From an optimization exercise on the open Yosys and OpenROAD flow, aimed at small area, a short achievable clock period and few clock cycles per item; shortcuts taken in it are not production practice. At most, simulation tests tie the RTL to the original design; equivalence was not proved. No activity file was given, so power comes from the tool's default toggle rates.

## conv_top
module conv_top (
	input  logic        clk,
	input  logic        rst_n,
	input  logic        wb_cyc_i,
	input  logic        wb_stb_i,
	input  logic        wb_we_i,
	input  logic [5:0]  wb_adr_i,
	input  logic [31:0] wb_dat_i,
	output logic [31:0] wb_dat_o,
	output logic        wb_ack_o
);
For scale: roughly 5,000 cells after synthesis, about 76 I/O pins, ~60,000 um^2 of cells after synthesis.
export LEC_CHECK = 0
export CAP_MARGIN = 20
export CORE_MARGIN = 2
export CORE_UTILIZATION = 65
export CTS_BUF_LIST = sky130_fd_sc_hd__clkbuf_8
export CTS_CLUSTER_DIAMETER = 50
export CTS_CLUSTER_SIZE = 18
export SETUP_SLACK_MARGIN = 5
export SLEW_MARGIN = 20
create_clock -name core_clock -period 11.0 [get_ports {clk}]
standard.sh (not shown) runs the stock make flow with config.mk's settings and CLKGATE_MAP_FILE= SYNTH_SCRIPT=/design/flow/synth_recipe.tcl, a recipe that flattens the netlist after the stock synthesis.
==> flow/flow/run.sh <==
#!/bin/bash
# The standard layout (standard.sh) with two changes:
#  - after the standard synthesis, flow/fa_polarity.py re-polarises the full adders
#    of the synthesized netlist to drop the inverters between them (same function,
#    same registers, same cells otherwise);
#  - the port buffers that ORFS puts on every input and output are BUF cells of
#    drive 4 instead of ORFS's default pick.
# MARGIN is ORFS's SETUP_SLACK_MARGIN (how far below the clock period the setup
# repair aims); the clock period and constraints are the standard flow's.
set -euo pipefail
MARGIN=5.5
PORTBUF=sky130_fd_sc_hd__buf_4
sed -e "s/SETUP_SLACK_MARGIN=[0-9.]*/SETUP_SLACK_MARGIN=$MARGIN/" \
    -e "s/ \"\${@:-finish}\"/ BUFFER_PORTS_ARGS=\"-buffer_cell $PORTBUF\" \"\${@:-finish}\"/" \
    standard.sh > standard_mod.sh
grep -q "SETUP_SLACK_MARGIN=$MARGIN" standard_mod.sh
grep -q "BUFFER_PORTS_ARGS" standard_mod.sh
R=$(pwd)/orfs/results/sky130hd/conv_top/base
bash standard_mod.sh synth > synth.log 2>&1
cp "$R/1_2_yosys.v" yosys_standard.v
python3 flow/fa_polarity.py yosys_standard.v "$R/1_2_yosys.v" > fa_polarity.log 2>&1
touch "$R/1_2_yosys.v"
bash standard_mod.sh do-1_synth > synth_odb.log 2>&1
bash standard_mod.sh > layout.log 2>&1
Other scripts of this flow, unchanged in this note and not shown: flow/flow/fa_polarity.py
The baseline completed without violations.
Testbench counts at the start, summed over its fixed seeds: cycles 11,761, jobs 512.
Then changed:
--- a/flow/design.v
+++ b/flow/design.v
@@ -447,16 +447,17 @@
 			for (int i = 0; i < 12; i++)
 				if (wr && wb_adr_i == 6'(16 + i)) wgt_v[i] <= 1'b1;
 			if (bias_w) bias <= wb_dat_i[3:0];
 		end
 	end
 	logic [31:0] prow0, prow1;
 	logic [11:0] wrow0, wrow1;
-	logic [31:0] x0_q, x1_q, x2_q;
-	logic [11:0] y0_q, y1_q, y2_q;
+	logic        q_pix, q_wgt;
+	logic [31:0] x0_q, x1_q;
+	logic [11:0] y0_q, y1_q;
 	always_comb begin
 		prow0 = '0;
 		prow1 = '0;
 		wrow0 = '0;
 		wrow1 = '0;
 		for (int i = 0; i < 16; i++) begin
 			prow0 = prow0 | ({32{sp0[i] & pix_v[i]}} & pix[i]);
@@ -465,38 +466,51 @@
 		for (int i = 0; i < 12; i++) begin
 			wrow0 = wrow0 | ({12{sw0[i] & wgt_v[i]}} & wgt[i]);
 			wrow1 = wrow1 | ({12{sw1[i] & wgt_v[i]}} & wgt[i]);
 		end
 	end
 	always_ff @(posedge clk) begin
 		if (!rst_n) begin
-			y0_q <= '0;
-			y1_q <= '0;
-			y2_q <= '0;
+			q_pix <= 1'b0;
+			q_wgt <= 1'b0;
 		end else begin
-			y0_q <= pix_w ? wrow0 : (wgt_w ? wb_dat_i[11:0] : 12'd0);
-			y1_q <= wgt_w ? wrow0 : 12'd0;
-			y2_q <= pix_w ? wrow1 : (wgt_w ? wb_dat_i[11:0] : 12'd0);
+			q_pix <= pix_w;
+			q_wgt <= wgt_w;
 		end
 	end
 	always_ff @(posedge clk) begin
 		x0_q <= pix_w ? wb_dat_i : prow0;
-		x1_q <= pix_w ? prow0 : 32'd0;
-		x2_q <= pix_w ? wb_dat_i : prow1;
+		x1_q <= pix_w ? prow0 : prow1;
+		y0_q <= pix_w ? wrow0 : wb_dat_i[11:0];
+		y1_q <= pix_w ? wrow1 : wrow0;
 	end
 	logic [8:0] a [2][4];
 	logic [4:0] b [2][3];
 	always_comb begin
 		for (int x = 0; x < 4; x++) begin
-			a[0][x] = {1'b0, x0_q[(3-x)*8 +: 8]} - {1'b0, x1_q[(3-x)*8 +: 8]};
-			a[1][x] = {1'b0, x2_q[(3-x)*8 +: 8]} - {1'b0, x1_q[(3-x)*8 +: 8]};
+			if (q_pix) begin
+				a[0][x] = {1'b0, x0_q[(3-x)*8 +: 8]} - {1'b0, x1_q[(3-x)*8 +: 8]};
+				a[1][x] = a[0][x];
+			end else begin
+				a[0][x] = {1'b0, x0_q[(3-x)*8 +: 8]};
+				a[1][x] = {1'b0, x1_q[(3-x)*8 +: 8]};
+			end
 		end
 		for (int c = 0; c < 3; c++) begin
-			b[0][c] = {y0_q[(2-c)*4+3], y0_q[(2-c)*4 +: 4]} - {y1_q[(2-c)*4+3], y1_q[(2-c)*4 +: 4]};
-			b[1][c] = {y2_q[(2-c)*4+3], y2_q[(2-c)*4 +: 4]} - {y1_q[(2-c)*4+3], y1_q[(2-c)*4 +: 4]};
+			if (q_pix) begin
+				b[0][c] = {y0_q[(2-c)*4+3], y0_q[(2-c)*4 +: 4]};
+				b[1][c] = {y1_q[(2-c)*4+3], y1_q[(2-c)*4 +: 4]};
+			end else if (q_wgt) begin
+				b[0][c] = {y0_q[(2-c)*4+3], y0_q[(2-c)*4 +: 4]}
+					- {y1_q[(2-c)*4+3], y1_q[(2-c)*4 +: 4]};
+				b[1][c] = b[0][c];
+			end else begin
+				b[0][c] = '0;
+				b[1][c] = '0;
+			end
 		end
 	end
 	logic [17:0] acc_s [4];
 	logic [17:0] acc_c [4];
 	logic [17:0] nxt_s [4];
 	logic [17:0] nxt_c [4];
 	for (genvar p = 0; p < 4; p++) begin : g_pos
What happened:
- The new run went through all stages and came out clean
- flip-flop and latch count is lower by 42
- worst setup slack got worse by 0.32 ns
- final area is lower by 0.85%
- first-iteration DRC count is lower by 7.9%
- via count is lower by 0.89%
- clock power is higher by 10%
- final cell count is lower by 2.4%
- sequential power is lower by about 3%
- global-route usage is lower by 0.41 points
- hold slack got worse by 0.031 ns
- routed wire length is lower by 2.3%
- power is higher by 0.95%
Testbench counts after the change, summed over its fixed seeds: cycles 11,761, jobs 512.

red:
RTL: one of the versions met above, not the one the previous note started from.
Size in the first run: roughly 4800 cells after synthesis, roughly 59000 µm² of cells after synthesis.
export LEC_CHECK = 0
export CAP_MARGIN = 20
export CORE_MARGIN = 2
export CORE_UTILIZATION = 65
export CTS_BUF_LIST = sky130_fd_sc_hd__clkbuf_8
export CTS_CLUSTER_DIAMETER = 50
export CTS_CLUSTER_SIZE = 18
export SETUP_SLACK_MARGIN = 5
export SLEW_MARGIN = 20
create_clock -name core_clock -period 11.0 [get_ports {clk}]
==> flow/flow/run.sh <==
#!/bin/bash
# The standard layout (standard.sh) with two changes:
#  - after the standard synthesis, flow/fa_polarity.py re-polarises the full adders
#    of the synthesized netlist to drop the inverters between them (same function,
#    same registers, same cells otherwise);
#  - the port buffers that ORFS puts on every input and output are BUF cells of
#    drive 4 instead of ORFS's default pick.
# MARGIN is ORFS's SETUP_SLACK_MARGIN (how far below the clock period the setup
# repair aims); the clock period and constraints are the standard flow's.
set -euo pipefail
MARGIN=6
PORTBUF=sky130_fd_sc_hd__buf_4
sed -e "s/SETUP_SLACK_MARGIN=[0-9.]*/SETUP_SLACK_MARGIN=$MARGIN/" \
    -e "s/ \"\${@:-finish}\"/ BUFFER_PORTS_ARGS=\"-buffer_cell $PORTBUF\" \"\${@:-finish}\"/" \
    standard.sh > standard_mod.sh
grep -q "SETUP_SLACK_MARGIN=$MARGIN" standard_mod.sh
grep -q "BUFFER_PORTS_ARGS" standard_mod.sh
R=$(pwd)/orfs/results/sky130hd/conv_top/base
bash standard_mod.sh synth > synth.log 2>&1
cp "$R/1_2_yosys.v" yosys_standard.v
python3 flow/fa_polarity.py yosys_standard.v "$R/1_2_yosys.v" > fa_polarity.log 2>&1
touch "$R/1_2_yosys.v"
bash standard_mod.sh do-1_synth > synth_odb.log 2>&1
bash standard_mod.sh > layout.log 2>&1
Other scripts of this flow, unchanged in this note and not shown: flow/flow/fa_polarity.py
Testbench counts of red, summed over its fixed seeds: cycles 11,761, jobs 512.
--- input diff red..blue ---
--- a/flow/design.v
+++ b/flow/design.v
@@ -446,72 +446,58 @@
 				if (wr && wb_adr_i == 6'(i)) pix_v[i] <= 1'b1;
 			for (int i = 0; i < 12; i++)
 				if (wr && wb_adr_i == 6'(16 + i)) wgt_v[i] <= 1'b1;
 			if (bias_w) bias <= wb_dat_i[3:0];
 		end
 	end
 	logic [31:0] prow0, prow1;
 	logic [11:0] wrow0, wrow1;
-	logic        q_pix, q_wgt;
-	logic [31:0] x0_q, x1_q;
-	logic [11:0] y0_q, y1_q;
+	logic [31:0] x0_q, x1_q, x2_q;
+	logic [11:0] y0_q, y1_q, y2_q;
 	always_comb begin
 		prow0 = '0;
 		prow1 = '0;
 		wrow0 = '0;
 		wrow1 = '0;
 		for (int i = 0; i < 16; i++) begin
 			prow0 = prow0 | ({32{sp0[i] & pix_v[i]}} & pix[i]);
 			prow1 = prow1 | ({32{sp1[i] & pix_v[i]}} & pix[i]);
 		end
 		for (int i = 0; i < 12; i++) begin
 			wrow0 = wrow0 | ({12{sw0[i] & wgt_v[i]}} & wgt[i]);
 			wrow1 = wrow1 | ({12{sw1[i] & wgt_v[i]}} & wgt[i]);
 		end
 	end
 	always_ff @(posedge clk) begin
 		if (!rst_n) begin
-			q_pix <= 1'b0;
-			q_wgt <= 1'b0;
+			y0_q <= '0;
+			y1_q <= '0;
+			y2_q <= '0;
 		end else begin
-			q_pix <= pix_w;
-			q_wgt <= wgt_w;
+			y0_q <= pix_w ? wrow0 : (wgt_w ? wb_dat_i[11:0] : 12'd0);
+			y1_q <= wgt_w ? wrow0 : 12'd0;
+			y2_q <= pix_w ? wrow1 : (wgt_w ? wb_dat_i[11:0] : 12'd0);
 		end
 	end
 	always_ff @(posedge clk) begin
 		x0_q <= pix_w ? wb_dat_i : prow0;
-		x1_q <= pix_w ? prow0 : prow1;
-		y0_q <= pix_w ? wrow0 : wb_dat_i[11:0];
-		y1_q <= pix_w ? wrow1 : wrow0;
+		x1_q <= pix_w ? prow0 : 32'd0;
+		x2_q <= pix_w ? wb_dat_i : prow1;
 	end
 	logic [8:0] a [2][4];
 	logic [4:0] b [2][3];
 	always_comb begin
 		for (int x = 0; x < 4; x++) begin
-			if (q_pix) begin
-				a[0][x] = {1'b0, x0_q[(3-x)*8 +: 8]} - {1'b0, x1_q[(3-x)*8 +: 8]};
-				a[1][x] = a[0][x];
-			end else begin
-				a[0][x] = {1'b0, x0_q[(3-x)*8 +: 8]};
-				a[1][x] = {1'b0, x1_q[(3-x)*8 +: 8]};
-			end
+			a[0][x] = {1'b0, x0_q[(3-x)*8 +: 8]} - {1'b0, x1_q[(3-x)*8 +: 8]};
+			a[1][x] = {1'b0, x2_q[(3-x)*8 +: 8]} - {1'b0, x1_q[(3-x)*8 +: 8]};
 		end
 		for (int c = 0; c < 3; c++) begin
-			if (q_pix) begin
-				b[0][c] = {y0_q[(2-c)*4+3], y0_q[(2-c)*4 +: 4]};
-				b[1][c] = {y1_q[(2-c)*4+3], y1_q[(2-c)*4 +: 4]};
-			end else if (q_wgt) begin
-				b[0][c] = {y0_q[(2-c)*4+3], y0_q[(2-c)*4 +: 4]}
-					- {y1_q[(2-c)*4+3], y1_q[(2-c)*4 +: 4]};
-				b[1][c] = b[0][c];
-			end else begin
-				b[0][c] = '0;
-				b[1][c] = '0;
-			end
+			b[0][c] = {y0_q[(2-c)*4+3], y0_q[(2-c)*4 +: 4]} - {y1_q[(2-c)*4+3], y1_q[(2-c)*4 +: 4]};
+			b[1][c] = {y2_q[(2-c)*4+3], y2_q[(2-c)*4 +: 4]} - {y1_q[(2-c)*4+3], y1_q[(2-c)*4 +: 4]};
 		end
 	end
 	logic [17:0] acc_s [4];
 	logic [17:0] acc_c [4];
 	logic [17:0] nxt_s [4];
 	logic [17:0] nxt_c [4];
 	for (genvar p = 0; p < 4; p++) begin : g_pos
 		kernel_mac u_mac (
Results
- Routed wire length on met2 (lower): blue
- STATUS maximum clock frequency: blue wins against red
- Cell area after synthesis (blue vs. red) increases by a few percent
- Comparing the two runs side by side, blue comes out ahead of red on violation count after the first detailed-routing iteration.
- blue ended with less signal arrival time at the worst endpoint than red.
- On combinational power: blue sits above red.
- blue: non-clock buffer total of the final layout is about 7% lower than what red reported.
- When blue is measured against red, its pin slew with the least headroom to its limit turns out 0.067 ns lower.
- Sequential fraction of total cell area: red and blue compared, lower one is red
- On blue: total routing resource utilization after global routing is 0.67 points lower than what red gave.
- Switching component of the power in blue is 0.000071 W above red.
Testbench counts of blue, summed over its fixed seeds: cycles 11,761, jobs 512.

Starting RTL as in the previous note.
==> flow/design.v (excerpt) <==
module conv_top (
	input  logic        clk,
	input  logic        rst_n,
	input  logic        wb_cyc_i,
	input  logic        wb_stb_i,
	input  logic        wb_we_i,
	input  logic [5:0]  wb_adr_i,
	input  logic [31:0] wb_dat_i,
	output logic [31:0] wb_dat_o,
	output logic        wb_ack_o
);
	logic go, go2;
	logic done_q;
	logic req, wr, pix_w, wgt_w, bias_w, cmd_w, start_cmd, clear_cmd;
	logic max_wait;
	assign req = wb_cyc_i && wb_stb_i;
	assign wb_ack_o = req && !(max_wait && wb_adr_i == 6'd32);
	assign wr = req && wb_we_i && rst_n;
	assign max_wait = go || go2;
	assign pix_w = wr && wb_adr_i[5:4] == 2'b00;
	assign wgt_w = wr && wb_adr_i >= 6'd16 && wb_adr_i <= 6'd27;
	assign bias_w = wr && wb_adr_i == 6'd28;
	assign cmd_w = wr && wb_adr_i == 6'd29 && wb_dat_i[31:2] == 30'd0;
	assign start_cmd = cmd_w && wb_dat_i[1:0] == 2'd1;
	assign clear_cmd = cmd_w && wb_dat_i[1:0] == 2'd2;
	logic [15:0] sp0, sp1;
	logic [11:0] sw0, sw1;
	always_comb begin
		sp0 = '0;
		sp1 = '0;
		sw0 = '0;
		sw1 = '0;
		for (int ch = 0; ch < 4; ch++) begin
			for (int r = 0; r < 4; r++) begin
				if (wb_adr_i == 6'(ch * 4 + r)) begin
					sp0[ch * 4 + r] = 1'b1;
					if (r < 3) sw0[ch * 3 + r] = 1'b1;
					if (r > 0) sw1[ch * 3 + r - 1] = 1'b1;
				end
			end
			for (int kr = 0; kr < 3; kr++) begin
				if (wb_adr_i == 6'(16 + ch * 3 + kr)) begin
					sp0[ch * 4 + kr] = 1'b1;
					sp1[ch * 4 + kr + 1] = 1'b1;
					sw0[ch * 3 + kr] = 1'b1;
				end
			end
		end
	end
	logic [31:0] pix [16];
	logic [15:0] pix_v;
	logic [11:0] wgt [12];
	logic [11:0] wgt_v;
	logic signed [3:0] bias;
	always_ff @(posedge clk) begin
		for (int i = 0; i < 16; i++)
			if (wr && wb_adr_i == 6'(i)) pix[i] <= wb_dat_i;
		for (int i = 0; i < 12; i++)
			if (wr && wb_adr_i == 6'(16 + i)) wgt[i] <= wb_dat_i[11:0];
	end
	always_ff @(posedge clk) begin
		if (!rst_n) begin
			pix_v <= '0;
			wgt_v <= '0;
			bias <= '0;
		end else begin
			for (int i = 0; i < 16; i++)
				if (wr && wb_adr_i == 6'(i)) pix_v[i] <= 1'b1;
			for (int i = 0; i < 12; i++)
				if (wr && wb_adr_i == 6'(16 + i)) wgt_v[i] <= 1'b1;
			if (bias_w) bias <= wb_dat_i[3:0];
		end
	end
	logic [31:0] prow0, prow1;
	logic [11:0] wrow0, wrow1;
	logic        q_pix, q_wgt;
	logic [31:0] x0_q, x1_q;
	logic [11:0] y0_q, y1_q;
	always_comb begin
		prow0 = '0;
		prow1 = '0;
		wrow0 = '0;
		wrow1 = '0;
  ...
clock: 11.0 ns
lec_check: 0
cap_margin: 20
core_margin: 2
core_utilization: 65
cts_buf_list: sky130_fd_sc_hd__clkbuf_8
cts_cluster_diameter: 50
cts_cluster_size: 18
setup_slack_margin: 5
slew_margin: 20
==> flow/flow/run.sh <==
#!/bin/bash
# The standard layout (standard.sh) with two changes:
#  - after the standard synthesis, flow/fa_polarity.py re-polarises the full adders
#    of the synthesized netlist to drop the inverters between them (same function,
#    same registers, same cells otherwise);
#  - the port buffers that ORFS puts on every input and output are BUF cells of
#    drive 4 instead of ORFS's default pick.
# MARGIN is ORFS's SETUP_SLACK_MARGIN (how far below the clock period the setup
# repair aims); the clock period and constraints are the standard flow's.
set -euo pipefail
MARGIN=5
PORTBUF=sky130_fd_sc_hd__buf_4
sed -e "s/SETUP_SLACK_MARGIN=[0-9.]*/SETUP_SLACK_MARGIN=$MARGIN/" \
    -e "s/ \"\${@:-finish}\"/ BUFFER_PORTS_ARGS=\"-buffer_cell $PORTBUF\" \"\${@:-finish}\"/" \
    standard.sh > standard_mod.sh
grep -q "SETUP_SLACK_MARGIN=$MARGIN" standard_mod.sh
grep -q "BUFFER_PORTS_ARGS" standard_mod.sh
R=$(pwd)/orfs/results/sky130hd/conv_top/base
bash standard_mod.sh synth > synth.log 2>&1
cp "$R/1_2_yosys.v" yosys_standard.v
python3 flow/fa_polarity.py yosys_standard.v "$R/1_2_yosys.v" > fa_polarity.log 2>&1
touch "$R/1_2_yosys.v"
bash standard_mod.sh do-1_synth > synth_odb.log 2>&1
bash standard_mod.sh > layout.log 2>&1
Other scripts of this flow, unchanged in this note and not shown: flow/flow/fa_polarity.py
Testbench counts at the start, summed over its fixed seeds: cycles 11,761, jobs 512.
Edit:
--- a/flow/design.v
+++ b/flow/design.v
@@ -549,18 +549,32 @@
 		end
 	end
 	logic [6:0] fc [4];
 	logic [6:0] fm;
 	always_comb begin
 		logic ge [4][4];
 		for (int p = 0; p < 4; p++) begin
-			logic [17:0] sum;
-			logic [10:0] f;
-			sum = acc_s[p] + acc_c[p] + {{7{bias[3]}}, bias, 7'd0};
-			f = sum[17:7];
+			logic [7:0] k;
+			logic [10:0] be, u, v, f;
+			logic [11:0] cy;
+			k[0] = 1'b0;
+			for (int i = 0; i < 7; i++)
+				k[i+1] = (acc_s[p][i] & acc_c[p][i]) | ((acc_s[p][i] | acc_c[p][i]) & k[i]);
+			be = {{7{bias[3]}}, bias};
+			for (int i = 0; i < 11; i++) begin
+				u[i] = acc_s[p][7+i] ^ acc_c[p][7+i] ^ be[i];
+				v[i] = (acc_s[p][7+i] & acc_c[p][7+i]) | (be[i] & (acc_s[p][7+i] ^ acc_c[p][7+i]));
+			end
+			cy[0] = k[7];
+			for (int i = 0; i < 11; i++) begin
+				logic vi;
+				vi = (i == 0) ? 1'b0 : v[i-1];
+				f[i] = u[i] ^ vi ^ cy[i];
+				cy[i+1] = (u[i] & vi) | (cy[i] & (u[i] ^ vi));
+			end
 			fc[p] = f[10] ? 7'd0 : (f[9:7] != 3'd0 ? 7'd127 : f[6:0]);
 		end
 		for (int i = 0; i < 4; i++)
 			for (int j = 0; j < 4; j++)
 				ge[i][j] = feat[i] >= feat[j];
 		if (ge[0][1] && ge[0][2] && ge[0][3]) fm = feat[0];
 		else if (ge[1][2] && ge[1][3]) fm = feat[1];
=>
- power went down by about 4%
- cell area went down by about 1.6%
- die area went down by 1.5%
- synthesized cell count went down by 1.9%
- wire length went up by 1.1%
- via count went down by 2.2%
- sequential power is about the same
- final cell count went down by 1.7%
- critical path depth went up by 16
- utilization stays flat
- worst hold slack gets better by 0.018 ns
- setup slack gets worse by 0.42 ns
For the second run of this note, only the layout was checked, not whether the RTL still works.

==> port drivers added, routing unchanged <==
The results above use ideal ports. As a check the final layouts listed here were re-extracted and re-timed, cells and wires unchanged. Step 1: set_driving_cell puts a clkbuf_16 on clk and a buf_2 on each other input, an assumption about the parent block. Step 2 times the ports against the registers' clock, not the clock port: input delays grow and output delays shrink by t, the midpoint of the rising clock arrivals with the driver on. Three values: ideal ports, drivers, drivers and shift; two values: the first two.
| run | t, ns | setup slack, ns | worst setup path at the end | clock arrival spread, ns |
|---|---|---|---|---|
| the first run of note 1 | 0.885 | 5.472 / 5.311 / 5.102 | input to register | 0.081 / 0.081 |
| the second run of note 1 | 0.931 | 5.155 / 5.065 / 5.065 | input to output | 0.100 / 0.099 |
| red | 0.901 | 5.199 / 5.105 / 5.105 | input to output | 0.081 / 0.082 |
| blue | 0.885 | 5.544 / 5.432 / 5.144 | input to register | 0.069 / 0.070 |
| the first run of note 3 | 0.908 | 5.058 / 4.932 / 4.932 | input to output | 0.090 / 0.089 |
| the second run of note 3 | 0.864 | 4.642 / 4.642 / 4.642 | register to register | 0.074 / 0.074 |
After both steps every run listed still meets setup and hold. For blue, which loses most, drivers alone change the setup slack by -0.112 ns; drivers and shift together by -0.400 ns.
